This is an optimization exercise on Yosys and OpenROAD, whose aim is small area, not a production implementation. At most, simulation tests tie the RTL to the original design; equivalence was not proved. For runs 3 to 5, only the layout was checked, not whether the RTL still works. No activity file was given, so power comes from the tool's default toggle rates.

[design/flow/design.v]
package pmed_pkg;
  localparam int unsigned CodeWidth   = 2;
  localparam int unsigned PortTimeW   = 32;
  localparam int unsigned RegTimeW    = 24;
  localparam int unsigned SensorWidth = 8;
  localparam int unsigned CfgIdxWidth = 8;
  localparam int unsigned CfgDataW    = 24;
  typedef enum logic [CodeWidth-1:0] {
    EV_CALIBRATING = 2'd0,
    EV_ACTIVE      = 2'd1,
    EV_DETECTED    = 2'd2,
    EV_ENDED       = 2'd3
  } event_code_t;
  localparam logic [CfgIdxWidth-1:0] REG_CALIB_TIME = 8'd0;
  localparam logic [CfgIdxWidth-1:0] REG_PAUSE_TIME = 8'd1;
  localparam logic [CfgIdxWidth-1:0] REG_SENSOR_ID  = 8'd2;
  localparam logic [RegTimeW-1:0]    CALIB_RESET  = 24'd30000;
  localparam logic [RegTimeW-1:0]    PAUSE_RESET  = 24'd5000;
  localparam logic [SensorWidth-1:0] SENSOR_RESET = 8'd0;
  typedef struct packed {
    logic [RegTimeW-1:0]    calib_time;
    logic [RegTimeW-1:0]    pause_time;
    logic [SensorWidth-1:0] sensor_id;
  } cfg_t;
  typedef struct packed {
    logic                   emit;
    event_code_t            code;
    logic [PortTimeW-1:0]   event_time;
    logic [SensorWidth-1:0] sensor;
  } result_t;
endpackage
module pmed_cfg_load (
  input  logic                             rst,
  input  logic                             wr_en,
  input  logic [pmed_pkg::CfgIdxWidth-1:0] wr_index,
  input  logic [pmed_pkg::CfgDataW-1:0]    wr_data,
  output logic [pmed_pkg::CfgDataW-1:0]    data_lo,
  output logic [pmed_pkg::CfgDataW-1:0]    data_hi,
  output logic                             en_calib,
  output logic                             en_pause,
  output logic                             en_sensor
);
  localparam logic [pmed_pkg::CfgDataW-1:0] Ones = pmed_pkg::CALIB_RESET | pmed_pkg::PAUSE_RESET;
  assign data_lo = wr_data & {pmed_pkg::CfgDataW{~rst}};
  assign data_hi = (wr_data | {pmed_pkg::CfgDataW{rst}}) & Ones;
  assign en_calib  = rst | (wr_en & (wr_index == pmed_pkg::REG_CALIB_TIME));
  assign en_pause  = rst | (wr_en & (wr_index == pmed_pkg::REG_PAUSE_TIME));
  assign en_sensor = rst | (wr_en & (wr_index == pmed_pkg::REG_SENSOR_ID));
endmodule
module pmed_cfg_regs (
  input  logic                             clk,
  input  logic                             rst,
  input  logic                             wr_en,
  input  logic [pmed_pkg::CfgIdxWidth-1:0] wr_index,
  input  logic [pmed_pkg::CfgDataW-1:0]    wr_data,
  output pmed_pkg::cfg_t                   cfg
);
  localparam logic [pmed_pkg::CfgDataW-1:0] CalibRst  = pmed_pkg::CALIB_RESET;
  localparam logic [pmed_pkg::CfgDataW-1:0] PauseRst  = pmed_pkg::PAUSE_RESET;
  localparam logic [pmed_pkg::CfgDataW-1:0] SensorRst = pmed_pkg::CfgDataW'(pmed_pkg::SENSOR_RESET);
  pmed_pkg::cfg_t                   regs;
  logic [pmed_pkg::CfgDataW-1:0]    data_lo, data_hi;
  logic [pmed_pkg::CfgDataW-1:0]    load_calib, load_pause, load_sensor;
  logic                             en_calib, en_pause, en_sensor;
  pmed_cfg_load u_load (
    .rst       (rst),
    .wr_en     (wr_en),
    .wr_index  (wr_index),
    .wr_data   (wr_data),
    .data_lo   (data_lo),
    .data_hi   (data_hi),
    .en_calib  (en_calib),
    .en_pause  (en_pause),
    .en_sensor (en_sensor)
  );
  assign load_calib  = (data_hi & CalibRst)  | (data_lo & ~CalibRst);
  assign load_pause  = (data_hi & PauseRst)  | (data_lo & ~PauseRst);
  assign load_sensor = (data_hi & SensorRst) | (data_lo & ~SensorRst);
  always_ff @(posedge clk) begin
    if (en_calib)  regs.calib_time <= load_calib;
    if (en_pause)  regs.pause_time <= load_pause;
    if (en_sensor) regs.sensor_id  <= load_sensor[pmed_pkg::SensorWidth-1:0];
  end
  assign cfg = regs;
endmodule
module pmed_fa_row #(
  parameter int unsigned W = 24
) (
  input  logic [W-1:0] a,
  input  logic [W-1:0] b,
  input  logic [W-1:0] c,
  output logic [W-1:0] s,
  output logic [W-1:0] co
);
  assign s  = a ^ b ^ c;
  assign co = (a & b) | (a & c) | (b & c);
endmodule
module pmed_ha_row #(
  parameter int unsigned W = 8
) (
  input  logic [W-1:0] a,
  input  logic [W-1:0] b,
  output logic [W-1:0] s,
  output logic [W-1:0] co
);
  assign s  = a ^ b;
  assign co = a & b;
endmodule
module pmed_adder #(
  parameter int unsigned W = 32
) (
  input  logic [W-1:0] a,
  input  logic [W-1:0] b,
  output logic [W-1:0] sum
);
  logic [W-1:0] p, g, gg, pp;
  pmed_ha_row #(.W(W)) u_pg (.a(a), .b(b), .s(p), .co(g));
  always_comb begin
    gg = g;
    pp = p;
    for (int d = 1; d < W; d = d * 2) begin
      for (int i = 2 * d - 1; i < W; i += 2 * d) begin
        gg[i] = gg[i] | (pp[i] & gg[i-d]);
        pp[i] = pp[i] & pp[i-d];
      end
    end
    for (int d = W / 4; d >= 1; d = d / 2) begin
      for (int i = 3 * d - 1; i < W; i += 2 * d) begin
        gg[i] = gg[i] | (pp[i] & gg[i-d]);
        pp[i] = pp[i] & pp[i-d];
      end
    end
  end
  assign sum = p ^ {gg[W-2:0], 1'b0};
endmodule
module pmed_past #(
  parameter int unsigned TW = 32,
  parameter int unsigned LW = 24
) (
  input  logic [TW-1:0] now,
  input  logic [TW-1:0] mark_n,
  input  logic [LW-1:0] s_lo,
  input  logic [LW-1:0] c_lo,
  output logic          past
);
  logic [TW-1:0] s, c;
  logic          cy, k;
  assign s = {~(now[TW-1:LW] ^ mark_n[TW-1:LW]), s_lo};
  assign c = {now[TW-1:LW] | mark_n[TW-1:LW], c_lo};
  always_comb begin
    cy = s[0];
    for (int i = 1; i < TW; i++) begin
      cy = (s[i] & c[i-1]) | (cy & (s[i] | c[i-1]));
    end
    k = 1'b1;
    for (int i = 0; i < TW; i++) begin
      k = (now[i] & mark_n[i]) | (k & (now[i] | mark_n[i]));
    end
  end
  assign past = k ? (c[TW-1] & cy) : (c[TW-1] | cy);
endmodule
module pmed_event_logic (
  input  logic                           clk,
  input  logic                           rst,
  input  logic                           accept,
  input  logic                           take,
  input  logic                           motion_level,
  input  logic [pmed_pkg::PortTimeW-1:0] now_ms,
  input  pmed_pkg::cfg_t                 cfg,
  output logic                           out_valid,
  output logic [pmed_pkg::CodeWidth-1:0] out_code,
  output logic [pmed_pkg::PortTimeW-1:0] out_time
);
  localparam int unsigned TW = pmed_pkg::PortTimeW;
  localparam int unsigned LW = pmed_pkg::RegTimeW;
  logic          started;
  logic          calibrated;
  logic          armed;
  logic          low_pending;
  logic          just_calibrated;
  logic [TW-1:0] mark_n;
  logic [TW-1:0] now_n;
  logic [LW-1:0] nlim;
  logic [LW-1:0] ps, pc;
  logic          pass;
  logic [TW-1:0] dx, dy, dur_n;
  logic          cal_done;
  logic          detected;
  logic          ended;
  logic          emit;
  assign now_n = ~now_ms;
  assign nlim  = ~(calibrated ? cfg.pause_time : cfg.calib_time);
  pmed_fa_row #(.W(LW)) u_past_csa (
    .a  (now_ms[LW-1:0]),
    .b  (mark_n[LW-1:0]),
    .c  (nlim),
    .s  (ps),
    .co (pc)
  );
  pmed_past #(.TW(TW), .LW(LW)) u_past (
    .now    (now_ms),
    .mark_n (mark_n),
    .s_lo   (ps),
    .c_lo   (pc),
    .past   (pass)
  );
  pmed_fa_row #(.W(LW)) u_dur_csa (
    .a  (now_n[LW-1:0]),
    .b  (cfg.pause_time),
    .c  (out_time[LW-1:0]),
    .s  (dx[LW-1:0]),
    .co (dy[LW-1:0])
  );
  pmed_ha_row #(.W(TW-LW)) u_dur_hsa (
    .a  (now_n[TW-1:LW]),
    .b  (out_time[TW-1:LW]),
    .s  (dx[TW-1:LW]),
    .co (dy[TW-1:LW])
  );
  pmed_adder #(.W(TW)) u_dur_add (
    .a   (dx),
    .b   ({dy[TW-2:0], 1'b0}),
    .sum (dur_n)
  );
  assign cal_done = ~calibrated & started & pass;
  assign detected = calibrated & motion_level & armed;
  assign ended    = calibrated & ~motion_level & ~armed & ~low_pending & pass;
  assign emit     = ~calibrated | detected | ended;
  always_ff @(posedge clk) begin
    if (rst) begin
      started         <= 1'b0;
      calibrated      <= 1'b0;
      armed           <= 1'b1;
      low_pending     <= 1'b0;
      just_calibrated <= 1'b0;
    end else if (accept) begin
      started         <= 1'b1;
      just_calibrated <= cal_done;
      if (cal_done) calibrated <= 1'b1;
      if (calibrated) begin
        if (motion_level) begin
          low_pending <= 1'b1;
          if (armed) armed <= 1'b0;
        end else begin
          low_pending <= 1'b0;
          if (ended) armed <= 1'b1;
        end
      end
    end
  end
  always_ff @(posedge clk) begin
    if (accept & (~started | (calibrated & ~motion_level & low_pending))) begin
      mark_n <= now_n;
    end
  end
  always_ff @(posedge clk) begin
    if (rst) begin
      out_valid <= 1'b0;
    end else if (accept) begin
      out_valid <= emit;
    end else if (take) begin
      out_valid <= 1'b0;
    end
  end
  always_ff @(posedge clk) begin
    if (accept & emit) begin
      out_time <= ended ? ~dur_n : now_ms;
    end
  end
  assign out_code = {calibrated & ~just_calibrated, calibrated & armed};
endmodule
module pir_motion_event_detector_core #(
  parameter int unsigned TIME_WIDTH = 32
) (
  input  logic                             clk,
  input  logic                             rst,
  input  logic                             s_tvalid,
  output logic                             s_tready,
  input  logic [39:0]                      s_tdata,   
  output logic                             m_tvalid,
  input  logic                             m_tready,
  output logic [39:0]                      m_tdata,   
  output logic [pmed_pkg::CodeWidth-1:0]   m_tuser,   
  input  logic                             cfg_valid,
  output logic                             cfg_ready,
  input  logic [pmed_pkg::CfgIdxWidth-1:0] cfg_index,
  input  logic [pmed_pkg::CfgDataW-1:0]    cfg_data
);
  pmed_pkg::cfg_t cfg;
  logic                           out_valid;
  logic [pmed_pkg::PortTimeW-1:0] out_time;
  logic [pmed_pkg::CodeWidth-1:0] out_code;
  assign cfg_ready = 1'b1;
  pmed_cfg_regs u_cfg (
    .clk      (clk),
    .rst      (rst),
    .wr_en    (cfg_valid),
    .wr_index (cfg_index),
    .wr_data  (cfg_data),
    .cfg      (cfg)
  );
  assign s_tready = ~out_valid | m_tready;
  pmed_event_logic u_logic (
    .clk          (clk),
    .rst          (rst),
    .accept       (s_tvalid & s_tready),
    .take         (m_tready),
    .motion_level (s_tdata[0]),
    .now_ms       (s_tdata[pmed_pkg::PortTimeW:1]),
    .cfg          (cfg),
    .out_valid    (out_valid),
    .out_code     (out_code),
    .out_time     (out_time)
  );
  assign m_tvalid = out_valid;
  assign m_tdata  = {cfg.sensor_id, out_time};
  assign m_tuser  = out_code;
endmodule
[design/flow/run.sh]
#!/bin/bash
# synth_recipe.tcl (not shown) runs the flow's synth.tcl, then flattens the netlist and writes it again
# the make line also repeats each setting of config.mk as NAME=value (left out here)
make -C /OpenROAD-flow-scripts/flow DESIGN_CONFIG=/design/flow/config.mk WORK_HOME=/design/flow/orfs CLKGATE_MAP_FILE= SYNTH_SCRIPT=/design/flow/synth_recipe.tcl finish
[design/flow/config.mk]
export PLATFORM = sky130hd
export DESIGN_NAME = pir_motion_event_detector_core
export DESIGN_NICKNAME = pir_motion_event_detector_core
export VERILOG_FILES = /design/flow/design.v
export SDC_FILE = /design/flow/constraint.sdc
export NUM_CORES = 4
export LEC_CHECK = 0
export CAP_MARGIN = 20
export CORE_MARGIN = 2
export CORE_UTILIZATION = 40
export CTS_BUF_LIST = sky130_fd_sc_hd__clkbuf_8
export CTS_CLUSTER_DIAMETER = 100
export CTS_CLUSTER_SIZE = 30
export SLEW_MARGIN = 20
export SYNTH_HIERARCHICAL = 1
[design/flow/constraint.sdc]
create_clock -name core_clock -period 7.5 [get_ports {clk}]
set_input_delay 1.5000 -clock core_clock [delete_from_list [all_inputs] [get_ports {clk}]]
set_output_delay 1.5000 -clock core_clock [all_outputs]
set_load 0.01 [all_outputs]
==> impl_metrics.ini, run 1 <==
[routing]
wire_per_inst_um = 17.77
via_count = 5577
drc = 0
wl_mm = 18.95
final_antenna_net_count = 0
dr.first_iter.drc_count = 316
avgViaCountPerCell = 5.232
drt-pass1-iter-count = 4

[cells_and_area]
final_cell_mix = edfxtp_1 (120), clkdlybuf4s50_1 (113), ha_1 (72)
fin_nets = 980
final_common_cell = edfxtp_1
nFillCells = 1826
syn_to_final_growth_pct = 23.64
final_layout_size_suffix_gt1_share_pct = 7.161
diodes = 0

[grt]
grt_pass1_vias = 5807
grt_overflow = 0
antenna_found_initial = 0
grt_max_degree = 42
track_usage_pct = 17.84
grt_pass1_wl_mm = 29.95

[floorplan]
die_w_um = 148
num_rows = 52
die_h_um = 148
floorplan.initialDensity_pct = 40.86
pin_count = 122
die_area_um2 = 21900
coreArea_um2 = 20300

[setup_path]
r2r_cells = 14
worst_setup_path_end_kind = flip-flop
crit_fanout = 20
r2r-start = u_logic.calibrated$_SDFFE_PP0P_
r2r-end = u_logic.out_time[12]$_DFFE_PP_
critPathKind = primary input to flip-flop
critPathRequiredTime_ns = 7.65
crit_start = s_tdata[5]
startpoint_type = primary input
worstPathArrival_ns = 5.80
rrSetupSlack_ns = 2.31

[min_path]
hold_depth = 2
hold_path_class = flip-flop to flip-flop
hold_start = u_logic.just_calibrated$_SDFFE_PP0P_
whs_endpoint = u_logic.just_calibrated$_SDFFE_PP0P_

[cts]
cts_tree = yes
clockRootBuffer = clkbuf_8
htreeDepth = 4
cts_setup_buffers = 0
clock_sinks = 126
clock_latency_ns = 0.45
cts.clk_slew.worst_paths_ns = 0.07
cts_buffers = 17
cts_resized = 0
cts_hold_buf = 0
clk_path_buf_depth = 2

[power]
power_density_nw_per_um2 = 211.8
ir_drop_uv = 112.5
p_leak_nw = 4.217

[sta]
skew_ns = 0.008808
fin_tns_setup_ns = 0
final_max_slew_viol_count = 0
slew_headroom_pct = 44.19
fin_crit_sh_pct = 75.29
finalSetupViolations = 0
period_minus_slack_ns = 5.647
rsz0062_at_grt = no
tightest_slew_ns = 0.8371
fmax_ghz = 0.1771
layout_setup_ws_ns = 1.853
hold_viol_final = 0

[place]
dp_hpwl_mm = 14.37
pre_cts_slack_ns = 1.403
port_buffers = 113
gp_congestion = 0.8204

[logic_synthesis]
synth.cell_area_um2 = 8294
syn-instance-count = 656
avgSynthCellArea_um2 = 12.64
synth_warnings = 10

[job]
cap_violations = 0

[run_status]
run_status = no timing/DRC/antenna violations
sequential cells by signal, indices dropped and copies added, names as in the netlist:
signal	cells
u_logic.mark_n	32
u_logic.just_calibrated	1
u_logic.calibrated	1
u_logic.armed	1
u_logic.out_time	32
u_logic.started	1
u_logic.low_pending	1
u_cfg.regs	56
u_logic.out_valid	1
worst max path at each step:
stage	to	slack, ns	depth (start not counted)
floorplan	u_logic.out_time[0]$_DFFE_PP_	2.11	10
global placement	u_logic.out_time[30]$_DFFE_PP_	1.43	12
detailed placement	u_logic.out_time[20]$_DFFE_PP_	1.40	12
CTS	u_logic.out_time[31]$_DFFE_PP_	1.86	12
global route	u_logic.out_time[31]$_DFFE_PP_	1.64	12
finish	u_logic.out_time[31]$_DFFE_PP_	1.85	12
where the power goes:
part	internal (mW)	switching (mW)	total, mW
registers	0.830	0.0373	0.867
logic	0.295	0.311	0.606
clock network	0.422	0.277	0.699
total	1.55	0.625	2.17
worst max-delay path, stage by stage:
cell             delay [ns]
clkdlybuf4s50_1        0.51
a222oi_1               0.37
o21ai_1                0.13
a22o_1                 0.23
maj3_2                 0.31
maj3_2                 0.31
a21oi_1                0.18
and3b_1                0.21
o311ai_1               0.61
or4b_1                 0.54
a31oi_4                0.62
buf_12                 0.27
through the flow:
stage / hold slack, ns / total power, mW / utilization [%] / area (µm²) / std cells
after floorplan: 0.4352 / 1.278 / - / 8294 / 656
after global placement: 0.4525 / 1.460 / 48.13 / 9769 / 1033
after detailed placement: 0.4584 / 1.484 / 48.26 / 9797 / 1034
after CTS: 0.4698 / 2.191 / 50.52 / 10250 / 1066
after global routing: 0.5123 / 2.296 / 50.52 / 10250 / 1066
final: 0.4742 / 2.172 / 50.52 / 10250 / 1066
layer usage:
metal / vias up / GRT usage (%) / part of all wire (%)
li1: 2680 / - / -
met1: 2749 / 24.55 / 48
met2: 131 / 29.00 / 47
met3: 17 / 3.333 / 4.3
met4: 0 / 5.048 / 1.1
met5: - / 0 / 0
cell type report:
cell class	instances	area, µm²	share of cell area, %
Clock buffer	17	234.0	2.282
Timing Repair Buffer	120	1216	11.86
Tap cell	270	337.8	3.294
Sequential cell	126	3725	36.32
Clock inverter	15	224.0	2.184
Multi-Input combinational cell	461	4304	41.97
Inverter	57	214.0	2.086
==> run 2: changes to the inputs <==
==> design/flow/flow/run.sh (new file) <==
#!/bin/bash
set -euo pipefail
cat >> config.mk <<'EOM'
export BUFFER_PORTS_ARGS = -buffer_cell sky130_fd_sc_hd__buf_1
export CTS_ARGS = -sink_clustering_enable -repair_clock_nets -sink_clustering_size 30 -sink_clustering_max_diameter 100 -buf_list "sky130_fd_sc_hd__clkbuf_4 sky130_fd_sc_hd__clkbuf_8" -dont_use_dummy_load
EOM
bash standard.sh > standard_flow.log 2>&1
==> design/flow/standard.sh (new file) <==
#!/bin/bash
# synth_recipe.tcl (not shown) runs the flow's synth.tcl, then flattens the netlist and writes it again
# the make line also repeats each setting of config.mk as NAME=value (left out here)
make -C /OpenROAD-flow-scripts/flow DESIGN_CONFIG=/design/flow/config.mk WORK_HOME=/design/flow/orfs CLKGATE_MAP_FILE= SYNTH_SCRIPT=/design/flow/synth_recipe.tcl "${@:-finish}"
--- a/design/flow/config.mk
+++ b/design/flow/config.mk
@@ -13,3 +13,5 @@
 export CTS_CLUSTER_SIZE = 30
 export SLEW_MARGIN = 20
 export SYNTH_HIERARCHICAL = 1
+export BUFFER_PORTS_ARGS = -buffer_cell sky130_fd_sc_hd__buf_1
+export CTS_ARGS = -sink_clustering_enable -repair_clock_nets -sink_clustering_size 30 -sink_clustering_max_diameter 100 -buf_list "sky130_fd_sc_hd__clkbuf_4 sky130_fd_sc_hd__clkbuf_8" -dont_use_dummy_load
removed: design/flow/run.sh
==> impl_metrics.ini, run 2 <==
[cells_and_area]
largest_reg_flops = 56
final_cell_mix = edfxtp_1 (120), buf_1 (112), ha_1 (72)
fin_nets = 978
final_cell_area_um2 = 9305
final_common_cell = edfxtp_1
reg_top3 = u_cfg.regs: 56 flops, u_logic.mark_n: 32 flops, u_logic.out_time: 32 flops
nFillCells = 1877
syn_to_final_growth_pct = 12.19
diodes = 0
final_layout_size_suffix_gt1_share_pct = 6.033
top_register = u_cfg.regs

[sta]
fin_tns_setup_ns = 0
rsz0062_at_grt = no
slew_headroom_pct = 40.65
hold_viol_final = 0
period_minus_slack_ns = 5.476
fmax_ghz = 0.1826
fin_crit_sh_pct = 73.01
tightest_slew_ns = 0.8903
finalSetupViolations = 0
final_max_slew_viol_count = 0
skew_ns = 0.02342

[floorplan]
die_h_um = 148
num_rows = 52
die_area_um2 = 21900
floorplan.initialDensity_pct = 40.86
pin_count = 122
die_w_um = 148
coreArea_um2 = 20300

[setup_path]
crit_family = compound AO/OA/AOI/OAI gates
critPathRequiredTime_ns = 7.60
startpoint_type = primary input
cp_num_buf_inv = 2
crit_fanout = 23
worst_setup_path_end_kind = flip-flop
cpMostUsedCell = maj3_2
slowest_delay_ns = 0.59
crit_chain = buf_1, a222oi_1, o21ai_1, a22o_1, maj3_2, maj3_2, a21oi_1, and3b_1, o311ai_1, or4b_1, a31oi_4, buf_4
worstPathArrival_ns = 5.57
rrSetupSlack_ns = 2.34
cpMaxStageDelayCell = o311ai_1
critPathKind = primary input to flip-flop

[logic_synthesis]
avgSynthCellArea_um2 = 12.64
synth.cell_area_um2 = 8294
synth_warnings = 10
syn-instance-count = 656

[grt]
grtUsageMet1_pct = 23.78
grt_overflow = 0
busiest_layer = met2
grt_max_degree = 42
met3_usage_pct = 4.290
grt_pass1_vias = 5993
grt_pass1_wl_mm = 30.46
antenna_found_initial = 0
met2_usage_pct = 30.28
track_usage_pct = 18.20

[routing]
via_count = 5593
wl_mm = 18.90
dr.first_iter.drc_count = 253
wire_per_inst_um = 18.02
drc = 0
final_antenna_net_count = 0
avgViaCountPerCell = 5.332
drt-pass1-iter-count = 5

[cts]
cts_tree = yes
clockRootBuffer = clkbuf_8
clock_latency_ns = 0.45
cts_resized = 0
cts_hold_buf = 0
cts_buffers = 17
htreeDepth = 4
clock_sinks = 126
clk_path_buf_depth = 2
cts.clk_slew.worst_paths_ns = 0.06
cts_setup_buffers = 0

[run_status]
run_status = no timing/DRC/antenna violations

[job]
cap_violations = 0

[place]
gp_congestion = 0.8230
port_buffers = 113
dp_hpwl_mm = 14.44
postPlaceCellArea_um2 = 9071

[min_path]
hold_path_class = flip-flop to flip-flop

[power]
p_leak_nw = 3.801
ir_drop_uv = 104.3
power_density_nw_per_um2 = 201.2
[run 2: path summary, 6_finish.rpt]
check	from	to	cells after the start
hold reg to reg	u_logic.just_calibrated$_SDFFE_PP0P_	u_logic.just_calibrated$_SDFFE_PP0P_	2
setup / recovery	s_tdata[5]	u_logic.out_time[5]$_DFFE_PP_	12
hold / removal	u_logic.just_calibrated$_SDFFE_PP0P_	u_logic.just_calibrated$_SDFFE_PP0P_	2
setup reg to reg	u_logic.calibrated$_SDFFE_PP0P_	u_logic.out_time[5]$_DFFE_PP_	14
[run 2: tightest hold or removal path, cell delays in order (launching register included)]
cell and delay (ns):
dfxtp_1 0.31, nand2_1 0.06, a21oi_1 0.05
[run 2: routing by layer]
| layer | up-vias | part of all wire (%) | wire length, µm |
|---|---|---|---|
| met2 | 155 | 48 | 9033 |
| met3 | 23 | 5.3 | 993 |
| li1 | 2668 | - | - |
| met1 | 2747 | 45 | 8567 |
| met4 | 0 | 1.6 | 309 |
| met5 | - | 0 | 0 |
[run 2: where the power goes]
| group | internal, mW | leakage (nW) | switching [mW] |
|---|---|---|---|
| clock network | 0.199 | 0.122 | 0.242 |
| registers | 0.830 | 1.21 | 0.0360 |
| logic | 0.251 | 2.47 | 0.314 |
[run 2: area by class of cell]
cell class	instances	area [µm²]	share of cell area, %
clock buffer	17	234.0	2.514
sequential	126	3725	40.03
tap	270	337.8	3.630
multi-input combinational	461	4304	46.26
inverter	57	214.0	2.299
timing repair buffer	118	490.5	5.271
[run 2: per-stage QoR]
step	hold WS, ns	setup WS, ns	std cells	utilization [%]	total power [mW]
final	0.4772	2.024	1049	45.84	1.872
after global placement	0.4526	1.679	1030	44.48	1.412
after floorplan	0.4352	2.111	656	-	1.278
after global routing	0.5226	1.799	1049	45.84	1.997
after detailed placement	0.4711	1.605	1032	44.69	1.441
after CTS	0.4785	2.020	1049	45.84	1.887
==> run 3: changes to the inputs <==
--- a/design/flow/design.v
+++ b/design/flow/design.v
@@ -106,6 +106,42 @@
   assign s  = a ^ b;
   assign co = a & b;
 endmodule
+module pmed_xor_row #(
+  parameter int unsigned W = 16
+) (
+  input  logic [W-1:0] a,
+  input  logic [W-1:0] b,
+  output logic [W-1:0] h
+);
+  assign h = a ^ b;
+endmodule
+module pmed_nn_row #(
+  parameter int unsigned W = 16
+) (
+  input  logic [W-1:0] a,
+  input  logic [W-1:0] b,
+  output logic [W-1:0] ng,
+  output logic [W-1:0] np
+);
+  assign ng = ~(a & b);
+  assign np = ~(a | b);
+endmodule
+module pmed_carry_tn (
+  input  logic g,
+  input  logic p,
+  input  logic c,
+  output logic nc
+);
+  assign nc = ~(g | (p & c));
+endmodule
+module pmed_carry_nt (
+  input  logic ng,
+  input  logic np,
+  input  logic nc,
+  output logic c
+);
+  assign c = ~(ng & (np | nc));
+endmodule
 module pmed_adder #(
   parameter int unsigned W = 32
 ) (
@@ -113,25 +149,32 @@
   input  logic [W-1:0] b,
   output logic [W-1:0] sum
 );
-  logic [W-1:0] p, g, gg, pp;
-  pmed_ha_row #(.W(W)) u_pg (.a(a), .b(b), .s(p), .co(g));
-  always_comb begin
-    gg = g;
-    pp = p;
-    for (int d = 1; d < W; d = d * 2) begin
-      for (int i = 2 * d - 1; i < W; i += 2 * d) begin
-        gg[i] = gg[i] | (pp[i] & gg[i-d]);
-        pp[i] = pp[i] & pp[i-d];
-      end
-    end
-    for (int d = W / 4; d >= 1; d = d / 2) begin
-      for (int i = 3 * d - 1; i < W; i += 2 * d) begin
-        gg[i] = gg[i] | (pp[i] & gg[i-d]);
-        pp[i] = pp[i] & pp[i-d];
-      end
+  localparam int unsigned NE = (W + 1) / 2;
+  localparam int unsigned NO = W / 2;
+  logic [NE-1:0] ae, be, he, ge;
+  logic [NO-1:0] ao, bo, ho, ngo, npo;
+  logic [W:0]    cy;   
+  for (genvar j = 0; j < NE; j++) begin : g_even_in
+    assign ae[j] = a[2*j];
+    assign be[j] = b[2*j];
+  end
+  for (genvar j = 0; j < NO; j++) begin : g_odd_in
+    assign ao[j] = a[2*j+1];
+    assign bo[j] = b[2*j+1];
+  end
+  pmed_ha_row  #(.W(NE)) u_even_pg (.a(ae), .b(be), .s(he), .co(ge));
+  pmed_xor_row #(.W(NO)) u_odd_h   (.a(ao), .b(bo), .h(ho));
+  pmed_nn_row  #(.W(NO)) u_odd_pg  (.a(ao), .b(bo), .ng(ngo), .np(npo));
+  assign cy[0] = 1'b0;
+  for (genvar i = 0; i < W; i++) begin : g_bit
+    if (i % 2 == 0) begin : g_even
+      pmed_carry_tn u_c (.g(ge[i/2]), .p(he[i/2]), .c(cy[i]), .nc(cy[i+1]));
+      assign sum[i] = he[i/2] ^ cy[i];
+    end else begin : g_odd
+      pmed_carry_nt u_c (.ng(ngo[i/2]), .np(npo[i/2]), .nc(cy[i]), .c(cy[i+1]));
+      assign sum[i] = ~(ho[i/2] ^ cy[i]);
     end
   end
-  assign sum = p ^ {gg[W-2:0], 1'b0};
 endmodule
 module pmed_past #(
   parameter int unsigned TW = 32,
==> impl_metrics.ini, run 3 <==
[run_status]
run_status = no timing/DRC/antenna violations

[setup_path]
cpMostUsedCell = a21oi_2
slowest_delay_ns = 0.48
r2r-end = u_logic.out_time[31]$_DFFE_PP_
critPathKind = primary input to flip-flop
worstPathArrival_ns = 7.13
r2r_cells = 33
crit_fanout = 2
crit_start = s_tdata[3]
critPathRequiredTime_ns = 7.65
cp-endpoint = u_logic.out_time[31]$_DFFE_PP_
r2r-start = u_cfg.regs[10]$_DFFE_PP_
startpoint_type = primary input
worst_setup_path_end_kind = flip-flop
cpMaxStageDelayCell = fa_1
rrSetupSlack_ns = 1.34

[cells_and_area]
final_layout_size_suffix_gt1_share_pct = 11.46
final_common_cell = edfxtp_1
diodes = 0
syn_to_final_growth_pct = 15.08
finalNonFillerCells = 1064
fin_nets = 961
reg_top3 = u_cfg.regs: 56 flops, u_logic.mark_n: 32 flops, u_logic.out_time: 32 flops
top_register = u_cfg.regs
largest_reg_flops = 56
final_cell_mix = edfxtp_1 (120), buf_1 (112), mux2i_1 (56)

[cts]
cts_hold_buf = 0
clock_latency_ns = 0.45
cts_buffers = 17
clockRootBuffer = clkbuf_8
htreeDepth = 4
clk_path_buf_depth = 2
cts.clk_slew.worst_paths_ns = 0.06
clock_sinks = 126
cts_tree = yes
cts_setup_buffers = 0

[routing]
final_antenna_net_count = 0
via_count = 5429
wire_per_inst_um = 17.11
dr.first_iter.drc_count = 346
drc = 0
avgViaCountPerCell = 5.102
wl_mm = 18.20
drt-pass1-iter-count = 5

[grt]
grt_pass1_vias = 5875
antenna_found_initial = 0
track_usage_pct = 17.79
grt_overflow = 0
met3_usage_pct = 4.500
busiest_layer = met2
grt_pass1_wl_mm = 29.75
met2_usage_pct = 30.45
grtUsageMet1_pct = 22.36
grt_max_degree = 42

[sta]
tightest_slew_ns = 0.8110
hold_viol_final = 0
period_minus_slack_ns = 6.982
slew_headroom_pct = 45.93
fin_crit_sh_pct = 93.09
fin_tns_setup_ns = 0
final_max_slew_viol_count = 0
rsz0062_at_grt = no
skew_ns = 0.03322
fmax_ghz = 0.1432
finalSetupViolations = 0

[floorplan]
pin_count = 122
num_rows = 52
coreArea_um2 = 20040
die_h_um = 146.2
floorplan.initialDensity_pct = 40.34
die_area_um2 = 21360
die_w_um = 146.2

[place]
gp_congestion = 0.8241
placed_cells = 1046
dp_hpwl_mm = 13.78
port_buffers = 113

[logic_synthesis]
avgSynthCellArea_um2 = 12.48
syn-instance-count = 648
synth_warnings = 9
synth.cell_area_um2 = 8084

[power]
ir_drop_uv = 90.72
p_leak_nw = 3.706
power_density_nw_per_um2 = 203.3

[job]
cap_violations = 0

[min_path]
hold_path_class = flip-flop to flip-flop
run 3: worst min-delay path by stage:
stage | from | to | slack, ns | cells past startpoint
after floorplan | u_logic.just_calibrated$_SDFFE_PP0P_ | u_logic.just_calibrated$_SDFFE_PP0P_ | 0.44 | 2
after global placement | u_logic.just_calibrated$_SDFFE_PP0P_ | u_logic.just_calibrated$_SDFFE_PP0P_ | 0.45 | 2
final | u_logic.just_calibrated$_SDFFE_PP0P_ | u_logic.just_calibrated$_SDFFE_PP0P_ | 0.47 | 2
after global routing | u_logic.just_calibrated$_SDFFE_PP0P_ | u_logic.just_calibrated$_SDFFE_PP0P_ | 0.50 | 2
after CTS | u_logic.just_calibrated$_SDFFE_PP0P_ | u_logic.just_calibrated$_SDFFE_PP0P_ | 0.48 | 2
after detailed placement | u_logic.just_calibrated$_SDFFE_PP0P_ | u_logic.just_calibrated$_SDFFE_PP0P_ | 0.47 | 2
run 3: repair_timing:
| item | in CTS | in global routing |
|---|---|---|
| hold endpoints to repair | 0 | 0 |
| resized for setup | 1 | 9 |
| endpoints found under the setup margin | 1 | 4 |
run 3: area by class of cell:
cell class / count / area (µm²)
Fill cell: 1901 / 10740
Multi-Input combinational cell: 458 / 4155
Sequential cell: 126 / 3725
Timing Repair Buffer: 141 / 655.6
Tap cell: 270 / 337.8
Clock buffer: 17 / 234.0
Inverter: 52 / 195.2
run 3: per-layer routing:
layer | wire [µm] | vias up
li1 | - | 2627
met1 | 7933 | 2656
met2 | 9209 | 129
met3 | 834 | 17
met4 | 223 | 0
met5 | 0 | -
run 3: stage by stage:
stage / hold slack [ns] / power [mW] / setup slack [ns] / util (%) / area (µm²)
floorplan: 0.4352 / 1.276 / 0.3259 / - / 8084
global placement: 0.4526 / 1.428 / -0.2166 / 44.91 / 8999
detailed placement: 0.4664 / 1.457 / -0.4496 / 44.91 / 8999
CTS: 0.4757 / 1.897 / 0.009925 / 46.09 / 9236
global route: 0.5030 / 2.010 / 0.02702 / 46.42 / 9303
finish: 0.4744 / 1.891 / 0.5182 / 46.42 / 9303
run 3: power breakdown:
part | internal [mW] | leakage [nW] | switching [mW]
clock network | 0.199 | 0.122 | 0.232
logic | 0.276 | 2.38 | 0.317
registers | 0.831 | 1.21 | 0.0358
total | 1.31 | 3.71 | 0.586
run 3: worst max-delay path, delay by kind of cell:
family | cells | cell delay, ns
AOI/OAI and AO/OA | 29 | 4.30
xor gates and xnor gates | 1 | 0.20
adders and majority gates | 2 | 0.81
buffers and inverters | 2 | 0.20
muxes | 1 | 0.10
==> run 4: changes to the inputs <==
--- a/design/flow/config.mk
+++ b/design/flow/config.mk
@@ -11,6 +11,7 @@
 export CTS_BUF_LIST = sky130_fd_sc_hd__clkbuf_8
 export CTS_CLUSTER_DIAMETER = 100
 export CTS_CLUSTER_SIZE = 30
+export GPL_TIMING_DRIVEN = 0
 export SLEW_MARGIN = 20
 export SYNTH_HIERARCHICAL = 1
 export BUFFER_PORTS_ARGS = -buffer_cell sky130_fd_sc_hd__buf_1
==> impl_metrics.ini, run 4 <==
[cells_and_area]
syn_to_final_growth_pct = 14.55
final_cell_mix = edfxtp_1 (120), buf_1 (111), mux2i_1 (56)
final_layout_size_suffix_gt1_share_pct = 10.81
multi_input_area_um2 = 4160
top_register = u_cfg.regs
largest_reg_flops = 56
fin_nets = 953
diodes = 0
reg_top3 = u_cfg.regs: 56 flops, u_logic.mark_n: 32 flops, u_logic.out_time: 32 flops
finalNonFillerCells = 1056
final_common_cell = edfxtp_1
register_area_um2 = 3724
final_cell_area_um2 = 9260
nFillCells = 1892

[sta]
hold_viol_final = 0
fin_tns_setup_ns = 0
tightest_slew_ns = 0.8125
fin_crit_sh_pct = 95.75
slew_headroom_pct = 45.83
finalSetupViolations = 0
final_max_slew_viol_count = 0
fmax_ghz = 0.1392
period_minus_slack_ns = 7.181
skew_ns = 0.02839

[routing]
final_antenna_net_count = 0
via_count = 5450
wire_per_inst_um = 17.57
avgViaCountPerCell = 5.161
wl_mm = 18.55
dr.first_iter.drc_count = 276
drc = 0
drt-pass1-iter-count = 4

[logic_synthesis]
synth_warnings = 9
avgSynthCellArea_um2 = 12.48
synth.cell_area_um2 = 8084
syn-instance-count = 648

[floorplan]
pin_count = 122
floorplan.initialDensity_pct = 40.34
die_h_um = 146.2
die_area_um2 = 21360
die_w_um = 146.2
num_rows = 52
coreArea_um2 = 20040

[setup_path]
worstPathArrival_ns = 7.35
cpMaxStageDelayCell = fa_1
cpMostUsedCell = a21oi_2
worst_setup_path_end_kind = flip-flop
critPathRequiredTime_ns = 7.67
crit_family = compound AO/OA/AOI/OAI gates
startpoint_type = primary input
cp_num_buf_inv = 2
critPathKind = primary input to flip-flop
slowest_delay_ns = 0.48
crit_fanout = 4

[cts]
clk_path_buf_depth = 2
cts.clk_slew.worst_paths_ns = 0.06
htreeDepth = 4
clock_latency_ns = 0.44
clock_sinks = 126
cts_tree = yes
clockRootBuffer = clkbuf_8
cts_buffers = 17
cts_hold_buf = 0

[grt]
grt_pass1_wl_mm = 29.46
track_usage_pct = 17.68
grt_max_degree = 25
antenna_found_initial = 0
grt_pass1_vias = 5689
grt_overflow = 0

[power]
p_total_mw = 1.870
p_seq_share_pct = 46.2
pwr-share-comb_pct = 31.0
cellInternalPower_mw = 1.287
power.share.switching_pct = 31.14
power_density_nw_per_um2 = 201.9
p_leak_nw = 3.661
ir_drop_uv = 90.12
power_switching_uw = 582.1
p_clk_share_pct = 22.9

[place]
port_buffers = 113
placed_cells = 1034
dp_hpwl_mm = 14.17
postPlaceCellArea_um2 = 8937
gp_congestion = 0.7848

[run_status]
run_status = no timing/DRC/antenna violations

[job]
cap_violations = 0

[min_path]
hold_path_class = flip-flop to flip-flop
[run 4: layout make-up]
class                           instances  area share [%]
Timing Repair Buffer                  121           5.769
Clock buffer                           17           2.527
Multi-Input combinational cell        458           44.93
Tap cell                              270           3.648
Inverter                               52           2.108
Buffer                                 12          0.8107
Sequential cell                       126           40.21
[run 4: worst paths after layout]
kind / from / endpoint / slack, ns / depth (start not counted)
hold / removal: u_logic.just_calibrated$_SDFFE_PP0P_ / u_logic.just_calibrated$_SDFFE_PP0P_ / 0.48 / 2
setup reg to reg: u_cfg.regs[10]$_DFFE_PP_ / u_logic.out_time[31]$_DFFE_PP_ / 1.21 / 33
setup / recovery: s_tdata[3] / u_logic.out_time[31]$_DFFE_PP_ / 0.32 / 35
hold reg to reg: u_logic.just_calibrated$_SDFFE_PP0P_ / u_logic.just_calibrated$_SDFFE_PP0P_ / 0.48 / 2
[run 4: power by group through the flow]
stage / sequential [mW] / clock (mW) / combinational (mW)
after global routing: 0.870 / 0.469 / 0.641
final: 0.864 / 0.427 / 0.579
after global placement: 0.879 / 0 / 0.511
after floorplan: 0.879 / 0 / 0.397
after detailed placement: 0.878 / 0 / 0.546
after CTS: 0.864 / 0.441 / 0.560
[run 4: timing repair]
item / CTS / global route
setup endpoints to repair: 3 / 4
setup buffers: 0 / 5
pin swaps: 0 / 9
resized for setup: 8 / 7
[run 4: stage by stage]
step | setup slack, ns | utilization, % | hold slack [ns]
5_1_grt | -0.03943 | 46.21 | 0.4976
2_1_floorplan | 0.3259 | - | 0.4352
4_1_cts | 0.03826 | 45.92 | 0.4862
3_3_place_gp | -0.7109 | 44.14 | 0.4572
3_5_place_dp | -0.9728 | 44.60 | 0.4776
6_report | 0.3186 | 46.21 | 0.4824
[run 4: layer usage]
layer / up-vias / wire (µm) / global-route usage, %
met5: - / 0 / 0
met4: 0 / 206 / 4.709
met3: 14 / 730 / 3.719
met2: 138 / 9191 / 30.00
met1: 2691 / 8424 / 23.18
li1: 2607 / - / -
[run 4: tightest hold or removal path, delay by kind of cell (launching register included)]
family / cells / cell delay, ns
AOI/OAI and AO/OA: 1 / 0.05
and+or+nand+nor: 1 / 0.07
DFF: 1 / 0.31
==> run 5: changes to the inputs <==
--- a/design/flow/design.v
+++ b/design/flow/design.v
@@ -126,6 +126,15 @@
   assign ng = ~(a & b);
   assign np = ~(a | b);
 endmodule
+module pmed_nor_row #(
+  parameter int unsigned W = 8
+) (
+  input  logic [W-1:0] a,
+  input  logic [W-1:0] b,
+  output logic [W-1:0] np
+);
+  assign np = ~(a | b);
+endmodule
 module pmed_carry_tn (
   input  logic g,
   input  logic p,
@@ -143,11 +152,14 @@
   assign c = ~(ng & (np | nc));
 endmodule
 module pmed_adder #(
-  parameter int unsigned W = 32
+  parameter int unsigned W = 32,
+  parameter bit          InvEven = 1'b0
 ) (
   input  logic [W-1:0] a,
   input  logic [W-1:0] b,
-  output logic [W-1:0] sum
+  input  logic         cin,
+  output logic [W-1:0] sum,
+  output logic         cout
 );
   localparam int unsigned NE = (W + 1) / 2;
   localparam int unsigned NO = W / 2;
@@ -165,42 +177,48 @@
   pmed_ha_row  #(.W(NE)) u_even_pg (.a(ae), .b(be), .s(he), .co(ge));
   pmed_xor_row #(.W(NO)) u_odd_h   (.a(ao), .b(bo), .h(ho));
   pmed_nn_row  #(.W(NO)) u_odd_pg  (.a(ao), .b(bo), .ng(ngo), .np(npo));
-  assign cy[0] = 1'b0;
+  assign cy[0] = cin;
   for (genvar i = 0; i < W; i++) begin : g_bit
     if (i % 2 == 0) begin : g_even
       pmed_carry_tn u_c (.g(ge[i/2]), .p(he[i/2]), .c(cy[i]), .nc(cy[i+1]));
-      assign sum[i] = he[i/2] ^ cy[i];
+      assign sum[i] = he[i/2] ^ cy[i] ^ InvEven;
     end else begin : g_odd
       pmed_carry_nt u_c (.ng(ngo[i/2]), .np(npo[i/2]), .nc(cy[i]), .c(cy[i+1]));
       assign sum[i] = ~(ho[i/2] ^ cy[i]);
     end
   end
+  assign cout = cy[W];
 endmodule
-module pmed_past #(
-  parameter int unsigned TW = 32,
-  parameter int unsigned LW = 24
+module pmed_greater #(
+  parameter int unsigned W = 24
 ) (
-  input  logic [TW-1:0] now,
-  input  logic [TW-1:0] mark_n,
-  input  logic [LW-1:0] s_lo,
-  input  logic [LW-1:0] c_lo,
-  output logic          past
-);
-  logic [TW-1:0] s, c;
-  logic          cy, k;
-  assign s = {~(now[TW-1:LW] ^ mark_n[TW-1:LW]), s_lo};
-  assign c = {now[TW-1:LW] | mark_n[TW-1:LW], c_lo};
-  always_comb begin
-    cy = s[0];
-    for (int i = 1; i < TW; i++) begin
-      cy = (s[i] & c[i-1]) | (cy & (s[i] | c[i-1]));
-    end
-    k = 1'b1;
-    for (int i = 0; i < TW; i++) begin
-      k = (now[i] & mark_n[i]) | (k & (now[i] | mark_n[i]));
+  input  logic [W-1:0] dx,
+  input  logic [W-1:0] lx,
+  output logic         gt
+);
+  logic [W-1:0] na, no;
+  logic [W:0]   ch;   
+  pmed_nn_row #(.W(W)) u_pg (.a(dx), .b(lx), .ng(na), .np(no));
+  assign ch[0] = 1'b0;
+  for (genvar i = 0; i < W; i++) begin : g_bit
+    if (i % 2 == 0) begin : g_even
+      pmed_carry_tn u_c (.g(no[i]), .p(na[i]), .c(ch[i]), .nc(ch[i+1]));
+    end else begin : g_odd
+      pmed_carry_nt u_c (.ng(na[i]), .np(no[i]), .nc(ch[i]), .c(ch[i+1]));
     end
   end
-  assign past = k ? (c[TW-1] & cy) : (c[TW-1] | cy);
+  assign gt = ch[W];
+endmodule
+module pmed_sum_zero #(
+  parameter int unsigned W = 8
+) (
+  input  logic [W-1:0] h,
+  input  logic [W-1:0] np,
+  output logic         zero0,
+  output logic         zero1
+);
+  assign zero1 = &h;
+  assign zero0 = ~h[0] & (&(h[W-1:1] ^ np[W-2:0]));
 endmodule
 module pmed_event_logic (
   input  logic                           clk,
@@ -216,6 +234,7 @@
 );
   localparam int unsigned TW = pmed_pkg::PortTimeW;
   localparam int unsigned LW = pmed_pkg::RegTimeW;
+  localparam int unsigned HW = TW - LW;
   logic          started;
   logic          calibrated;
   logic          armed;
@@ -223,30 +242,51 @@
   logic          just_calibrated;
   logic [TW-1:0] mark_n;
   logic [TW-1:0] now_n;
-  logic [LW-1:0] nlim;
-  logic [LW-1:0] ps, pc;
+  logic [LW-1:0] lim_x;
+  logic [LW-1:0] diff_x;
+  logic          carry_lo, lo_past;
+  logic [HW-1:0] hi_h, hi_np;
+  logic          hi_zero0, hi_zero1, hi_past;
   logic          pass;
-  logic [TW-1:0] dx, dy, dur_n;
+  logic [TW-1:0] dx, dy;
+  logic [TW-1:0] dur_n;
+  logic          dur_top_c;
   logic          cal_done;
   logic          detected;
   logic          ended;
   logic          emit;
   assign now_n = ~now_ms;
-  assign nlim  = ~(calibrated ? cfg.pause_time : cfg.calib_time);
-  pmed_fa_row #(.W(LW)) u_past_csa (
-    .a  (now_ms[LW-1:0]),
-    .b  (mark_n[LW-1:0]),
-    .c  (nlim),
-    .s  (ps),
-    .co (pc)
-  );
-  pmed_past #(.TW(TW), .LW(LW)) u_past (
-    .now    (now_ms),
-    .mark_n (mark_n),
-    .s_lo   (ps),
-    .c_lo   (pc),
-    .past   (pass)
+  assign lim_x = (calibrated ? cfg.pause_time : cfg.calib_time) ^ {(LW/2){2'b10}};
+  pmed_adder #(.W(LW), .InvEven(1'b1)) u_diff (
+    .a    (now_ms[LW-1:0]),
+    .b    (mark_n[LW-1:0]),
+    .cin  (1'b1),
+    .sum  (diff_x),
+    .cout (carry_lo)
+  );
+  pmed_greater #(.W(LW)) u_cmp (
+    .dx (diff_x),
+    .lx (lim_x),
+    .gt (lo_past)
+  );
+  pmed_xor_row #(.W(HW)) u_hi_h (
+    .a (now_ms[TW-1:LW]),
+    .b (mark_n[TW-1:LW]),
+    .h (hi_h)
+  );
+  pmed_nor_row #(.W(HW)) u_hi_np (
+    .a  (now_ms[TW-1:LW]),
+    .b  (mark_n[TW-1:LW]),
+    .np (hi_np)
+  );
+  pmed_sum_zero #(.W(HW)) u_hi_zero (
+    .h     (hi_h),
+    .np    (hi_np),
+    .zero0 (hi_zero0),
+    .zero1 (hi_zero1)
   );
+  assign hi_past = ~(carry_lo ? hi_zero1 : hi_zero0);
+  assign pass    = hi_past | lo_past;
   pmed_fa_row #(.W(LW)) u_dur_csa (
     .a  (now_n[LW-1:0]),
     .b  (cfg.pause_time),
@@ -254,17 +294,21 @@
     .s  (dx[LW-1:0]),
     .co (dy[LW-1:0])
   );
-  pmed_ha_row #(.W(TW-LW)) u_dur_hsa (
+  pmed_ha_row #(.W(HW)) u_dur_hsa (
     .a  (now_n[TW-1:LW]),
     .b  (out_time[TW-1:LW]),
     .s  (dx[TW-1:LW]),
     .co (dy[TW-1:LW])
   );
-  pmed_adder #(.W(TW)) u_dur_add (
-    .a   (dx),
-    .b   ({dy[TW-2:0], 1'b0}),
-    .sum (dur_n)
+  assign dur_n[0] = dx[0];
+  pmed_adder #(.W(TW-2)) u_dur_add (
+    .a    (dx[TW-2:1]),
+    .b    (dy[TW-3:0]),
+    .cin  (1'b0),
+    .sum  (dur_n[TW-2:1]),
+    .cout (dur_top_c)
   );
+  assign dur_n[TW-1] = dx[TW-1] ^ dy[TW-2] ^ dur_top_c;
   assign cal_done = ~calibrated & started & pass;
   assign detected = calibrated & motion_level & armed;
   assign ended    = calibrated & ~motion_level & ~armed & ~low_pending & pass;
==> impl_metrics.ini, run 5 <==
[run_status]
run_status = no timing/DRC/antenna violations

[place]
port_buffers = 113
dp_hpwl_mm = 12.75
gp_congestion = 0.7653
placed_cells = 1025
pre_cts_slack_ns = -1.071
postPlaceCellArea_um2 = 8591

[sta]
layout_setup_ws_ns = 0.3243
fmax_ghz = 0.1394
final_max_slew_viol_count = 0
fin_tns_setup_ns = 0
finalSetupViolations = 0
fin_crit_sh_pct = 95.68
skew_ns = 0.01614
tightest_slew_ns = 0.8328
hold_viol_final = 0
period_minus_slack_ns = 7.176
slew_headroom_pct = 44.48
hold_slack_ns = 0.4785

[routing]
final_antenna_net_count = 0
wire_per_inst_um = 16.28
drt-pass1-iter-count = 5
avgViaCountPerCell = 4.843
drc = 0
dr.first_iter.drc_count = 244
via_count = 5105
wl_mm = 17.16

[power]
p_total_mw = 1.889
p_leak_nw = 3.550
power.share.switching_pct = 31.18
power_density_nw_per_um2 = 209.9
p_clk_share_pct = 23.1
power_switching_uw = 589.0
p_seq_share_pct = 45.5
cellInternalPower_mw = 1.300
pwr-share-comb_pct = 31.4
ir_drop_uv = 104.1

[cts]
clk_path_buf_depth = 2
htreeDepth = 4
clock_latency_ns = 0.44
clockRootBuffer = clkbuf_8
cts_buffers = 17
cts_tree = yes
cts.clk_slew.worst_paths_ns = 0.07
cts_hold_buf = 0
clock_sinks = 126

[grt]
antenna_found_initial = 0
grt_max_degree = 25
grt_pass1_vias = 5383
track_usage_pct = 17.36
grt_overflow = 0
grt_pass1_wl_mm = 26.85

[min_path]
hold_start = u_logic.just_calibrated$_SDFFE_PP0P_
hold_path_class = flip-flop to flip-flop

[setup_path]
worstPathArrival_ns = 7.37
critPathKind = primary input to flip-flop
cp_num_buf_inv = 2
critPathRequiredTime_ns = 7.70
crit_family = compound AO/OA/AOI/OAI gates
cpMostUsedCell = a21oi_2
slowest_delay_ns = 0.48
startpoint_type = primary input
worst_setup_path_end_kind = flip-flop
crit_fanout = 4
r2r-start = u_cfg.regs[9]$_DFFE_PP_
crit_start = s_tdata[2]
cpMaxStageDelayCell = fa_1

[cells_and_area]
largest_reg_flops = 56
reg_top3 = u_cfg.regs: 56 flops, u_logic.mark_n: 32 flops, u_logic.out_time: 32 flops
top_register = u_cfg.regs
nFillCells = 1753
register_area_um2 = 3724
syn_to_final_growth_pct = 16.07
fin_util_pct = 47.64
final_common_cell = edfxtp_1
final_layout_size_suffix_gt1_share_pct = 16.12
multi_input_area_um2 = 3899
fin_nets = 932
final_cell_area_um2 = 9001
diodes = 0
final_cell_mix = edfxtp_1 (120), buf_1 (111), nor2_1 (64)
finalNonFillerCells = 1054

[logic_synthesis]
synth_warnings = 8
synth.cell_area_um2 = 7755
avgSynthCellArea_um2 = 11.97
syn-instance-count = 648

[floorplan]
die_h_um = 143.2
coreArea_um2 = 18890
num_rows = 50
die_w_um = 143.2
pin_count = 122
floorplan.initialDensity_pct = 41.05
die_area_um2 = 20520

[job]
cap_violations = 0
run 5: final timing paths:
path | end | slack [ns] | depth (start not counted)
hold / removal | u_logic.just_calibrated$_SDFFE_PP0P_ | 0.48 | 2
setup / recovery | u_logic.out_time[31]$_DFFE_PP_ | 0.32 | 37
hold reg to reg | u_logic.just_calibrated$_SDFFE_PP0P_ | 0.48 | 2
setup reg to reg | u_logic.out_time[31]$_DFFE_PP_ | 1.14 | 35
run 5: worst register-to-register path, delay by kind of cell (launching register included):
| kind | cells | cell delay (ns) |
|---|---|---|
| mux | 1 | 0.09 |
| fa+ha+maj | 2 | 0.72 |
| flops | 1 | 0.44 |
| compound gates | 30 | 4.54 |
| xor+xnor | 2 | 0.35 |
run 5: final cells by class:
type / instances / area share, %
multi-input combinational: 477 / 43.31
buffer: 12 / 1.154
timing repair buffer: 127 / 6.492
clock buffer: 17 / 2.599
tap: 260 / 3.614
inverter: 35 / 1.460
sequential: 126 / 41.37
run 5: power by group through the flow:
stage / sequential, mW / clock [mW] / combinational, mW
2_1_floorplan: 0.876 / 0 / 0.418
3_3_place_gp: 0.876 / 0 / 0.519
3_5_place_dp: 0.875 / 0 / 0.549
4_1_cts: 0.861 / 0.451 / 0.565
5_1_grt: 0.865 / 0.476 / 0.659
6_report: 0.860 / 0.436 / 0.594
run 5: repair_timing:
action / in CTS / in global routing
buffers inserted: 2 / 10
gates resized for setup: 9 / 13
setup endpoints to repair: 33 / 34
pin swaps: 1 / 17
gates cloned: 0 / 0
run 5: metal layers:
metal  vias to the layer above  GRT usage (%)  part of all wire, %  routed length [µm]
met5                         -              0                    0                   0
met2                       118          30.57                   52                8840
met1                      2444          21.45                   42                7272
met3                        15          3.286                  4.8                 825
met4                         0          5.779                  1.3                 226
li1                       2528              -                    -                   -
==> run 6: changes to the inputs <==
--- a/design/flow/design.v
+++ b/design/flow/design.v
@@ -29,20 +29,22 @@
     logic [SensorWidth-1:0] sensor;
   } result_t;
 endpackage
-module pmed_cfg_load (
+module pmed_cfg_load #(
+  parameter int unsigned HiLsb = 0,
+  parameter int unsigned HiMsb = 0
+) (
   input  logic                             rst,
   input  logic                             wr_en,
   input  logic [pmed_pkg::CfgIdxWidth-1:0] wr_index,
   input  logic [pmed_pkg::CfgDataW-1:0]    wr_data,
   output logic [pmed_pkg::CfgDataW-1:0]    data_lo,
-  output logic [pmed_pkg::CfgDataW-1:0]    data_hi,
+  output logic [HiMsb:HiLsb]               data_hi,
   output logic                             en_calib,
   output logic                             en_pause,
   output logic                             en_sensor
 );
-  localparam logic [pmed_pkg::CfgDataW-1:0] Ones = pmed_pkg::CALIB_RESET | pmed_pkg::PAUSE_RESET;
   assign data_lo = wr_data & {pmed_pkg::CfgDataW{~rst}};
-  assign data_hi = (wr_data | {pmed_pkg::CfgDataW{rst}}) & Ones;
+  assign data_hi = wr_data[HiMsb:HiLsb] | {(HiMsb-HiLsb+1){rst}};
   assign en_calib  = rst | (wr_en & (wr_index == pmed_pkg::REG_CALIB_TIME));
   assign en_pause  = rst | (wr_en & (wr_index == pmed_pkg::REG_PAUSE_TIME));
   assign en_sensor = rst | (wr_en & (wr_index == pmed_pkg::REG_SENSOR_ID));
@@ -58,21 +60,37 @@
   localparam logic [pmed_pkg::CfgDataW-1:0] CalibRst  = pmed_pkg::CALIB_RESET;
   localparam logic [pmed_pkg::CfgDataW-1:0] PauseRst  = pmed_pkg::PAUSE_RESET;
   localparam logic [pmed_pkg::CfgDataW-1:0] SensorRst = pmed_pkg::CfgDataW'(pmed_pkg::SENSOR_RESET);
+  localparam logic [pmed_pkg::CfgDataW-1:0] Ones      = CalibRst | PauseRst | SensorRst;
+  function automatic int unsigned low_one(input logic [pmed_pkg::CfgDataW-1:0] v);
+    low_one = 0;
+    for (int i = pmed_pkg::CfgDataW - 1; i >= 0; i--) if (v[i]) low_one = i;
+  endfunction
+  function automatic int unsigned high_one(input logic [pmed_pkg::CfgDataW-1:0] v);
+    high_one = 0;
+    for (int i = 0; i < pmed_pkg::CfgDataW; i++) if (v[i]) high_one = i;
+  endfunction
+  localparam int unsigned HiLsb = low_one(Ones);
+  localparam int unsigned HiMsb = high_one(Ones);
   pmed_pkg::cfg_t                   regs;
   logic [pmed_pkg::CfgDataW-1:0]    data_lo, data_hi;
+  logic [HiMsb:HiLsb]               data_hi_span;
   logic [pmed_pkg::CfgDataW-1:0]    load_calib, load_pause, load_sensor;
   logic                             en_calib, en_pause, en_sensor;
-  pmed_cfg_load u_load (
+  pmed_cfg_load #(.HiLsb(HiLsb), .HiMsb(HiMsb)) u_load (
     .rst       (rst),
     .wr_en     (wr_en),
     .wr_index  (wr_index),
     .wr_data   (wr_data),
     .data_lo   (data_lo),
-    .data_hi   (data_hi),
+    .data_hi   (data_hi_span),
     .en_calib  (en_calib),
     .en_pause  (en_pause),
     .en_sensor (en_sensor)
   );
+  always_comb begin
+    data_hi = '0;
+    data_hi[HiMsb:HiLsb] = data_hi_span;
+  end
   assign load_calib  = (data_hi & CalibRst)  | (data_lo & ~CalibRst);
   assign load_pause  = (data_hi & PauseRst)  | (data_lo & ~PauseRst);
   assign load_sensor = (data_hi & SensorRst) | (data_lo & ~SensorRst);
==> impl_metrics.ini, run 6 <==
[setup_path]
r2r-end = u_logic.out_time[31]$_DFFE_PP_
crit_family = compound AO/OA/AOI/OAI gates
r2r_cells = 35
startpoint_type = primary input
crit_fanout = 4
r2r-start = u_cfg.regs[9]$_DFFE_PP_
critPathRequiredTime_ns = 7.69
slowest_delay_ns = 0.49
cpMostUsedCell = a21oi_2
worst-path-stages = 37
cp_num_buf_inv = 2
worstPathArrival_ns = 7.48
cpMaxStageDelayCell = fa_1
cp-endpoint = u_logic.out_time[31]$_DFFE_PP_
crit_start = s_tdata[2]
worst_setup_path_end_kind = flip-flop
critPathKind = primary input to flip-flop
rrSetupSlack_ns = 1.07

[sta]
layout_setup_ws_ns = 0.2059
tightest_slew_ns = 0.7550
rsz0062_at_grt = yes
hold_viol_final = 0
period_minus_slack_ns = 7.294
final_max_slew_viol_count = 0
fin_tns_setup_ns = 0
finalSetupViolations = 0
skew_ns = 0.02985
fmax_ghz = 0.1371
fin_crit_sh_pct = 97.25
slew_headroom_pct = 49.67

[logic_synthesis]
avgSynthCellArea_um2 = 11.96
syn-instance-count = 649
synth.cell_area_um2 = 7764
synth_warnings = 8

[cells_and_area]
top_register = u_cfg.regs
final_common_cell = edfxtp_1
final_cell_area_um2 = 9040
reg_top3 = u_cfg.regs: 56 flops, u_logic.mark_n: 32 flops, u_logic.out_time: 32 flops
syn_to_final_growth_pct = 16.44
diodes = 0
final_layout_size_suffix_gt1_share_pct = 16.33
largest_reg_flops = 56
finalNonFillerCells = 1056
fin_nets = 934
final_cell_mix = edfxtp_1 (120), buf_1 (112), nor2_1 (64)

[cts]
htreeDepth = 4
cts.clk_slew.worst_paths_ns = 0.07
clockRootBuffer = clkbuf_8
clock_latency_ns = 0.44
clock_sinks = 126
cts_buffers = 17
clk_path_buf_depth = 2
cts_tree = yes
cts_hold_buf = 0

[routing]
drc = 0
dr.first_iter.drc_count = 252
via_count = 5199
wire_per_inst_um = 16.51
avgViaCountPerCell = 4.923
wl_mm = 17.44
drt-pass1-iter-count = 4
final_antenna_net_count = 0

[grt]
grt_pass1_vias = 5349
grt_pass1_wl_mm = 27.05
track_usage_pct = 17.50
grt_max_degree = 25
antenna_found_initial = 0
grt_overflow = 0

[power]
power_density_nw_per_um2 = 209.8
p_total_mw = 1.897
p_leak_nw = 3.563
ir_drop_uv = 108.4

[floorplan]
pin_count = 122
die_w_um = 143.3
coreArea_um2 = 18890
floorplan.initialDensity_pct = 41.09
num_rows = 50
die_h_um = 143.3
die_area_um2 = 20540

[job]
cap_violations = 0

[place]
dp_hpwl_mm = 12.84
postPlaceCellArea_um2 = 8627
pre_cts_slack_ns = -1.159
port_buffers = 113
gp_congestion = 0.7676
placed_cells = 1027

[min_path]
hold_path_class = flip-flop to flip-flop

[run_status]
run_status = no timing/DRC/antenna violations
==> run 6: power by group <==
| part | internal [mW] | total, mW | switching [mW] |
|---|---|---|---|
| sequential | 0.830 | 0.859 | 0.0287 |
| clock | 0.199 | 0.431 | 0.232 |
| combinational | 0.275 | 0.607 | 0.332 |
| total | 1.30 | 1.90 | 0.592 |
==> run 6: stage by stage <==
step / hold slack (ns) / util [%]
4_1_cts: 0.4829 / 47.25
6_report: 0.4854 / 47.85
5_1_grt: 0.5275 / 47.85
2_1_floorplan: 0.4400 / -
3_5_place_dp: 0.4767 / 45.66
3_3_place_gp: 0.4574 / 45.12
==> run 6: worst min-delay path by stage <==
stage	depth (start not counted)	start	to
2_1_floorplan	2	u_logic.just_calibrated$_SDFFE_PP0P_	u_logic.just_calibrated$_SDFFE_PP0P_
3_3_place_gp	2	u_logic.just_calibrated$_SDFFE_PP0P_	u_logic.just_calibrated$_SDFFE_PP0P_
3_5_place_dp	2	u_logic.just_calibrated$_SDFFE_PP0P_	u_logic.just_calibrated$_SDFFE_PP0P_
4_1_cts	2	u_logic.just_calibrated$_SDFFE_PP0P_	u_logic.just_calibrated$_SDFFE_PP0P_
5_1_grt	2	u_logic.just_calibrated$_SDFFE_PP0P_	u_logic.just_calibrated$_SDFFE_PP0P_
6_report	2	u_logic.just_calibrated$_SDFFE_PP0P_	u_logic.just_calibrated$_SDFFE_PP0P_
==> run 6: repair_timing <==
action	in CTS	in global routing
buffers inserted	2	10
pin swaps	1	15
setup endpoints to repair	36	35
gates resized for setup	10	12
==> run 6: worst min-delay path, cell delays in order, from the launching register on <==
cell	delay, ns
dfxtp_1	0.31
nand2b_1	0.07
a21oi_1	0.06
==> run 6: layout make-up <==
cell class	instances	area, µm²
Inverter	35	131.4
Clock buffer	17	234.0
Timing Repair Buffer	128	610.6
Tap cell	260	325.3
Multi-Input combinational cell	477	3902
Sequential cell	126	3724
Fill cell	1776	9853
Buffer	13	112.6
==> run 6: layer usage <==
metal | share of wire, % | routed length, µm | vias to the layer above | track usage (%)
li1 | - | - | 2521 | -
met1 | 43 | 7498 | 2527 | 21.99
met3 | 5.5 | 967 | 14 | 4.032
met4 | 1.2 | 211 | 0 | 4.902
met2 | 50 | 8761 | 137 | 30.35
met5 | 0 | 0 | - | 0
==> run 7: changes to the inputs <==
==> design/flow/flow/run.sh (replaced) <==
#!/bin/bash
set -euo pipefail
cat >> config.mk <<'EOM'
export BUFFER_PORTS_ARGS = -buffer_cell sky130_fd_sc_hd__buf_1
export RECOVER_POWER = 100
export CTS_ARGS = -sink_clustering_enable -repair_clock_nets -sink_clustering_size 30 -sink_clustering_max_diameter 100 -buf_list "sky130_fd_sc_hd__clkbuf_4 sky130_fd_sc_hd__clkbuf_8" -dont_use_dummy_load
EOM
bash standard.sh > standard_flow.log 2>&1
--- a/design/flow/config.mk
+++ b/design/flow/config.mk
@@ -15,4 +15,5 @@
 export SLEW_MARGIN = 20
 export SYNTH_HIERARCHICAL = 1
 export BUFFER_PORTS_ARGS = -buffer_cell sky130_fd_sc_hd__buf_1
+export RECOVER_POWER = 100
 export CTS_ARGS = -sink_clustering_enable -repair_clock_nets -sink_clustering_size 30 -sink_clustering_max_diameter 100 -buf_list "sky130_fd_sc_hd__clkbuf_4 sky130_fd_sc_hd__clkbuf_8" -dont_use_dummy_load
==> impl_metrics.ini, run 7 <==
[run_status]
run_status = finished with violations
violations = max-capacitance violations, max-slew violations

[logic_synthesis]
synth_warnings = 8
avgSynthCellArea_um2 = 11.96
synth.cell_area_um2 = 7764
syn-instance-count = 649

[routing]
avgViaCountPerCell = 4.963
drc = 0
drt-pass1-iter-count = 5
final_antenna_net_count = 0
via_count = 5241
wire_per_inst_um = 16.49
dr.first_iter.drc_count = 268
wl_mm = 17.42

[setup_path]
worstPathArrival_ns = 7.48
cpMostUsedCell = a21oi_2
cpMaxStageDelayCell = fa_1
slowest_delay_ns = 0.49
critPathKind = primary input to flip-flop
r2r_cells = 35
critPathRequiredTime_ns = 7.69
startpoint_type = primary input
crit_start = s_tdata[2]
crit_fanout = 4
r2r-start = u_cfg.regs[9]$_DFFE_PP_
worst_setup_path_end_kind = flip-flop

[cells_and_area]
final_layout_size_suffix_gt1_share_pct = 14.57
top_register = u_cfg.regs
fin_nets = 934
nFillCells = 1801
reg_top3 = u_cfg.regs: 56 flops, u_logic.mark_n: 32 flops, u_logic.out_time: 32 flops
largest_reg_flops = 56
final_cell_mix = edfxtp_1 (120), buf_1 (111), nor2_1 (64)
diodes = 0
final_common_cell = edfxtp_1
fin_util_pct = 47.09
syn_to_final_growth_pct = 14.58
finalNonFillerCells = 1056

[grt]
grt_pass1_wl_mm = 27.05
grt_overflow = 0
grt_max_degree = 25
grt_pass1_vias = 5349
track_usage_pct = 17.50
antenna_found_initial = 0

[place]
dp_hpwl_mm = 12.84
gp_congestion = 0.7676
port_buffers = 113
placed_cells = 1027

[min_path]
hold_path_class = flip-flop to flip-flop
hold_depth = 2
hold_start = u_logic.just_calibrated$_SDFFE_PP0P_

[sta]
hold_slack_ns = 0.4862
final_max_slew_viol_count = 10
slew_headroom_pct = -1.755
finalSetupViolations = 0
skew_ns = 0.03006
fmax_ghz = 0.1370
hold_viol_final = 0
tightest_slew_ns = 1.513
rsz0062_at_grt = yes
fin_tns_setup_ns = 0
fin_crit_sh_pct = 97.31
period_minus_slack_ns = 7.298

[floorplan]
die_area_um2 = 20540
floorplan.initialDensity_pct = 41.09
die_h_um = 143.3
die_w_um = 143.3
coreArea_um2 = 18890
pin_count = 122
num_rows = 50

[cts]
clockRootBuffer = clkbuf_8
cts.clk_slew.worst_paths_ns = 0.07
clock_sinks = 126
htreeDepth = 4
cts_tree = yes
clk_path_buf_depth = 2
clock_latency_ns = 0.44
cts_buffers = 17

[power]
ir_drop_uv = 107.1
power_density_nw_per_um2 = 211.6
p_leak_nw = 3.494

[job]
cap_violations = 1
==> run 7: layout make-up <==
cell class                 count  area (µm²)  area share, %
buffer                        13       75.07         0.8439
clock buffer                  17       234.0          2.630
inverter                      35       131.4          1.477
multi-input combinational    477        3869          43.49
sequential                   126        3724          41.86
tap                          260       325.3          3.657
timing repair buffer         128       538.0          6.048
==> run 7: through the flow <==
| stage | cell area (µm²) | setup WS (ns) | power [mW] |
|---|---|---|---|
| after floorplan | 7775 | 0.05257 | 1.295 |
| after global placement | 8524 | -1.752 | 1.400 |
| after detailed placement | 8627 | -1.159 | 1.428 |
| after CTS | 8926 | 0.01253 | 1.882 |
| after global routing | 8896 | -0.1070 | 1.989 |
| final | 8896 | 0.2015 | 1.883 |
==> run 7: report_power, final <==
part / switching [mW] / internal, mW
sequential: 0.0283 / 0.831
clock: 0.230 / 0.199
combinational: 0.329 / 0.266
total: 0.588 / 1.30
==> run 7: per-layer routing <==
layer  vias up  GRT usage (%)  part of all wire, %
li1       2530              -                    -
met1      2557          21.99                   43
met2       139          30.35                   50
met3        15          4.032                  5.6
met4         0          4.902                  1.2
met5         -              0                    0
==> run 7: critical path, delay by kind of cell <==
kind | cells | cell delay [ns]
buffers and inverters | 2 | 0.21
adder cells (fa/ha/maj) | 2 | 0.71
multiplexers | 1 | 0.08
XOR/XNOR | 2 | 0.33
AO/OA/AOI/OAI | 30 | 4.64
==> run 7: path summary, 6_finish.rpt <==
kind	to	slack (ns)
min reg2reg	u_logic.just_calibrated$_SDFFE_PP0P_	0.49
min	u_logic.just_calibrated$_SDFFE_PP0P_	0.49
max	u_logic.out_time[31]$_DFFE_PP_	0.20
max reg2reg	u_logic.out_time[31]$_DFFE_PP_	1.07
==> run 7: repair_timing <==
item | in CTS | in global routing
resized for setup | 10 | 12
endpoints found under the setup margin | 36 | 35
pin swaps | 1 | 15
hold endpoints to repair | 0 | 0
hold buffers | 0 | 0
buffers inserted | 2 | 10

[port drivers added, routing unchanged]
Ports are ideal in the flow. The routed layouts listed here were re-timed in OpenROAD.
Step 1: set_driving_cell puts a clkbuf_16 on clk and a buf_2 on each other input, an assumption about the parent block.
Step 2 also shifts input and output timing later by t, the mid clock arrival at the registers, as if the neighbouring blocks saw the same clock.
a / b / c = ideal ports / drivers / drivers and shift; a / b = the first two.
| run | t (ns) | setup slack, ns |
|---|---|---|
| run 1 | 0.482 | 1.853 / 1.867 / 1.384 |
| run 2 | 0.479 | 2.024 / 2.029 / 1.550 |
| run 3 | 0.466 | 0.518 / 0.533 / 0.068 |
| run 4 | 0.465 | 0.319 / 0.333 / -0.132 |
| run 5 | 0.471 | 0.324 / 0.337 / -0.134 |
| run 6 | 0.470 | 0.206 / 0.225 / -0.244 |
| run 7 | 0.464 | 0.202 / 0.219 / -0.245 |
